What follows belongs to an exercise in optimizing a design on an open flow for small area, a short achievable clock period and few clock cycles per item; a production flow would make more cautious choices. Function was checked by simulation only, so behaviour that the tests miss may differ from the original. Power is estimated from default activity; no workload was simulated.

alpha:
// apu_cluster
module apu_cluster (
   input  logic         clk_i,
   input  logic         rst_i,
   input  logic [3:0]   req_i,
   input  logic [3:0]   type_i,
   input  logic [7:0]   op_i,
   input  logic [127:0] operand_a_i,
   input  logic [127:0] operand_b_i,
   output logic [3:0]   ack_o,
   output logic [3:0]   valid_o,
   output logic [127:0] result_o
);
   for (genvar c = 0; c < apu_pkg::NB_CORES; c++) begin : g_core
      apu_core_unit unit_i (
         .clk_i       (clk_i),
         .rst_i       (rst_i),
         .req_i       (req_i[c]),
         .type_i      (type_i[c]),
         .op_i        (op_i[2*c +: 2]),
         .operand_a_i (operand_a_i[32*c +: 32]),
         .operand_b_i (operand_b_i[32*c +: 32]),
         .ack_o       (ack_o[c]),
         .valid_o     (valid_o[c]),
         .result_o    (result_o[32*c +: 32])
      );
   end
endmodule
Settings: LEC_CHECK=0, CAP_MARGIN=20, CORE_MARGIN=2, CORE_UTILIZATION=40, CTS_CLUSTER_DIAMETER=80, CTS_CLUSTER_SIZE=20, PLACE_DENSITY=0.6, SETUP_SLACK_MARGIN=5, SLEW_MARGIN=20, TNS_END_PERCENT=0; clock period 9.0 ns.
standard.sh (not shown) runs the stock make flow with config.mk's settings and CLKGATE_MAP_FILE= SYNTH_SCRIPT=/design/flow/synth_recipe.tcl, a recipe that flattens the netlist after the stock synthesis.
==> flow/flow/run.sh <==
#!/bin/bash
# Own flow: the standard layout (standard.sh, unchanged synthesis and
# steps), with the port buffers made from sky130_fd_sc_hd__buf_1 instead of
# the delay buffer buffer_ports picks by default. Every input and output
# port still gets its own buffer.
set -euo pipefail
export BUFFER_PORTS_ARGS="-buffer_cell sky130_fd_sc_hd__buf_1"
bash standard.sh > standard_flow.log 2>&1
Testbench counts of alpha, summed over its fixed seeds: cycles 10,736, jobs 3,072.
The inputs of beta differ from those of alpha as listed below.
diff --git a/flow/design.v b/flow/design.v
--- a/flow/design.v
+++ b/flow/design.v
@@ -44,14 +44,19 @@
    logic        ph_neg_q;    
    logic        ph_div_q;    
    logic        ph_mul_q;    
    logic        ph_fa_q;     
    logic        ph_fin_q;    
    logic        busy;
    logic [4:0]  cnt_q;
+   logic        le16_q;      
+   logic        le28_q;      
+   logic        eq16_q;      
+   logic        eq28_q;      
+   logic        eq31_q;      
    logic        ack_q;
    logic        valid_q;
    logic        dneg_q;      
    logic        ext_q;       
    logic        rem_q;       
    logic        neg_q_q;     
    logic        neg_r_q;     
@@ -102,27 +107,27 @@
       for (int s = 1; s < 32; s = s * 2) begin
          d_suf = d_suf | (d_suf >> s);
       end
    end
    assign x16 = {r_q[31:0], q_q[31:16]};
    assign x4  = {r_q[31:0], q_q[31:28]};
    always_comb begin
-      skip16 = ~rneg_q & d_suf[0] & (cnt_q <= 5'd16) & ~|x16[47:31];
-      skip4  = ~rneg_q & d_suf[0] & (cnt_q <= 5'd28) & ~|x4[35:31];
+      skip16 = ~rneg_q & d_suf[0] & le16_q & ~|x16[47:31];
+      skip4  = ~rneg_q & d_suf[0] & le28_q & ~|x4[35:31];
       for (int p = 0; p < 31; p++) begin
          skip16 = skip16 & (~x16[p] | d_suf[p+1]);
          skip4  = skip4  & (~x4[p]  | d_suf[p+1]);
       end
    end
    logic skip;
    logic rneg_nxt;           
    assign skip     = skip16 | skip4;
    assign rneg_nxt = ~skip & sneg;
    logic last_div;
-   assign last_div = skip16 ? (cnt_q == 5'd16) : skip4 ? (cnt_q == 5'd28) : (cnt_q == 5'd31);
+   assign last_div = skip16 ? eq16_q : skip4 ? eq28_q : eq31_q;
    function automatic logic [2:0] booth(input logic b1, input logic b0, input logic bm1);
       booth[2] = b1;
       booth[1] = (b1 & ~b0 & ~bm1) | (~b1 & b0 & bm1);
       booth[0] = b0 ^ bm1;
    endfunction
    logic [9:0]  mq_nxt;
    logic        mqm1_nxt;
@@ -294,14 +299,25 @@
          cnt_q <= '0;
       end else if (ph_mul_q) begin
          cnt_q <= mcnt_nxt;
       end else if (ph_div_q) begin
          cnt_q <= cnt_q + (skip16 ? 5'd16 : skip4 ? 5'd4 : 5'd1);
       end
    end
+   logic [4:0] cmp_s1, cmp_s4, cmp_s16;
+   assign cmp_s1  = {cnt_q <= 5'd15, cnt_q <= 5'd27, cnt_q == 5'd15, cnt_q == 5'd27, cnt_q == 5'd30};
+   assign cmp_s4  = {cnt_q <= 5'd12, cnt_q <= 5'd24, cnt_q == 5'd12, cnt_q == 5'd24, cnt_q == 5'd27};
+   assign cmp_s16 = {cnt_q == 5'd0,  cnt_q <= 5'd12, cnt_q == 5'd0,  cnt_q == 5'd12, cnt_q == 5'd15};
+   always_ff @(posedge clk_i) begin
+      if (ph_div_q) begin
+         {le16_q, le28_q, eq16_q, eq28_q, eq31_q} <= skip16 ? cmp_s16 : skip4 ? cmp_s4 : cmp_s1;
+      end else begin
+         {le16_q, le28_q, eq16_q, eq28_q, eq31_q} <= 5'b11000;
+      end
+   end
    logic [32:0] r_sh8;
    assign r_sh8 = {{8{r_q[32]}}, r_q[32:8]};
    logic mstep;              
    logic mskip;              
    logic r_sum;              
    logic q_sum;              
    assign mstep = ph_mul_q & ~mskip_q;
Results
The lower area fraction in and, or, nand and nor cells after synthesis came out of alpha. Wire length is higher on beta. beta: inverter count higher than alpha. Looking at maximum ir drop on the vdd rail, beta sits about 13% below alpha. On layout overhead on the synthesized area, the lower figure sits with alpha, not beta.
Testbench counts of beta, summed over its fixed seeds: cycles 10,736, jobs 3,072.

========
RTL: one of the versions met above, not the one the previous note started from.
Size in the first run: roughly 5400 cells after synthesis, roughly 520 flip-flops, ~410 I/O pins, about 0.045 mm² of cells after synthesis.
Settings: LEC_CHECK=0, CAP_MARGIN=20, CORE_MARGIN=2, CORE_UTILIZATION=55, CTS_CLUSTER_DIAMETER=80, CTS_CLUSTER_SIZE=20, PLACE_DENSITY=0.7, SETUP_SLACK_MARGIN=5, SLEW_MARGIN=20, TNS_END_PERCENT=0; clock period 9.0 ns.
Scripts as last shown in full above: flow/flow/run.sh
Testbench counts at the start, summed over its fixed seeds: cycles 10,736, jobs 3,072.
Rerun with:
--- a/flow/design.v
+++ b/flow/design.v
@@ -42,23 +42,18 @@
    output logic [31:0] result_o
 );
    logic        ph_neg_q;    
    logic        ph_div_q;    
    logic        ph_mul_q;    
    logic        ph_fa_q;     
    logic        ph_fin_q;    
    logic        busy;
    logic [4:0]  cnt_q;
-   logic        le16_q;      
-   logic        le28_q;      
-   logic        eq16_q;      
-   logic        eq28_q;      
-   logic        eq31_q;      
    logic        ack_q;
    logic        valid_q;
    logic        dneg_q;      
    logic        ext_q;       
    logic        rem_q;       
    logic        neg_q_q;     
    logic        neg_r_q;     
    logic        uhi_q;       
    logic        out_r_q;     
@@ -105,31 +100,31 @@
    always_comb begin
       d_suf = d_q;
       for (int s = 1; s < 32; s = s * 2) begin
          d_suf = d_suf | (d_suf >> s);
       end
    end
    assign x16 = {r_q[31:0], q_q[31:16]};
    assign x4  = {r_q[31:0], q_q[31:28]};
    always_comb begin
-      skip16 = ~rneg_q & d_suf[0] & le16_q & ~|x16[47:31];
-      skip4  = ~rneg_q & d_suf[0] & le28_q & ~|x4[35:31];
+      skip16 = ~rneg_q & d_suf[0] & (cnt_q <= 5'd16) & ~|x16[47:31];
+      skip4  = ~rneg_q & d_suf[0] & (cnt_q <= 5'd28) & ~|x4[35:31];
       for (int p = 0; p < 31; p++) begin
          skip16 = skip16 & (~x16[p] | d_suf[p+1]);
          skip4  = skip4  & (~x4[p]  | d_suf[p+1]);
       end
    end
    logic skip;
    logic rneg_nxt;           
    assign skip     = skip16 | skip4;
    assign rneg_nxt = ~skip & sneg;
    logic last_div;
-   assign last_div = skip16 ? eq16_q : skip4 ? eq28_q : eq31_q;
+   assign last_div = skip16 ? (cnt_q == 5'd16) : skip4 ? (cnt_q == 5'd28) : (cnt_q == 5'd31);
    function automatic logic [2:0] booth(input logic b1, input logic b0, input logic bm1);
       booth[2] = b1;
       booth[1] = (b1 & ~b0 & ~bm1) | (~b1 & b0 & bm1);
       booth[0] = b0 ^ bm1;
    endfunction
    logic [9:0]  mq_nxt;
    logic        mqm1_nxt;
    logic [4:0]  mcnt_nxt;    
    always_comb begin
@@ -297,29 +292,18 @@
    always_ff @(posedge clk_i) begin
       if (!busy) begin
          cnt_q <= '0;
       end else if (ph_mul_q) begin
          cnt_q <= mcnt_nxt;
       end else if (ph_div_q) begin
          cnt_q <= cnt_q + (skip16 ? 5'd16 : skip4 ? 5'd4 : 5'd1);
       end
    end
-   logic [4:0] cmp_s1, cmp_s4, cmp_s16;
-   assign cmp_s1  = {cnt_q <= 5'd15, cnt_q <= 5'd27, cnt_q == 5'd15, cnt_q == 5'd27, cnt_q == 5'd30};
-   assign cmp_s4  = {cnt_q <= 5'd12, cnt_q <= 5'd24, cnt_q == 5'd12, cnt_q == 5'd24, cnt_q == 5'd27};
-   assign cmp_s16 = {cnt_q == 5'd0,  cnt_q <= 5'd12, cnt_q == 5'd0,  cnt_q == 5'd12, cnt_q == 5'd15};
-   always_ff @(posedge clk_i) begin
-      if (ph_div_q) begin
-         {le16_q, le28_q, eq16_q, eq28_q, eq31_q} <= skip16 ? cmp_s16 : skip4 ? cmp_s4 : cmp_s1;
-      end else begin
-         {le16_q, le28_q, eq16_q, eq28_q, eq31_q} <= 5'b11000;
-      end
-   end
    logic [32:0] r_sh8;
    assign r_sh8 = {{8{r_q[32]}}, r_q[32:8]};
    logic mstep;              
    logic mskip;              
    logic r_sum;              
    logic q_sum;              
    assign mstep = ph_mul_q & ~mskip_q;
    assign mskip = ph_mul_q & mskip_q;
    logic r_quo;              
Via count is lower by 4.4%.
Core utilization drops by 0.94 points.
Register-to-register slack degrades by 0.14 ns.
Non-clock buffer count decreases by 34.
Fmax shrinks by 3.3%.
Testbench counts after the change, summed over its fixed seeds: cycles 10,736, jobs 3,072.

port drivers added, routing unchanged:
No port has a modelled driver above. Below, the same layouts with a new extraction and two added sets of constraints. Step 1: set_driving_cell puts a clkbuf_16 on clk_i and a buf_2 on each other input, an assumption about the parent block. Step 2, shift: input delay + t, output delay - t, t = (earliest + latest rising clock arrival at the registers) / 2. This alone moves slack from input paths to output paths. Slacks: no drivers / after step 1 / after step 2; pairs: no drivers / after step 1.
run | shift t [ns] | setup slack, ns | worst register clock-pin slew, ns | worst slew at a driven data input, ns | pins driven straight from the clock port
alpha | 0.704 | 4.671 / 4.671 / 4.671 | 0.10 / 0.10 | 0.15 | 1
beta | 0.732 | 4.843 / 4.843 / 4.430 | 0.10 / 0.10 | 0.17 | 1
the first run of note 2 | 0.686 | 4.847 / 4.847 / 4.483 | 0.09 / 0.09 | 0.15 | 1
the second run of note 2 | 0.667 | 4.705 / 4.705 / 4.705 | 0.10 / 0.10 | 0.12 | 1
After both steps every run listed still meets setup and hold. For beta, which loses most, drivers alone change the setup slack by 0.000 ns; drivers and shift together by -0.413 ns.
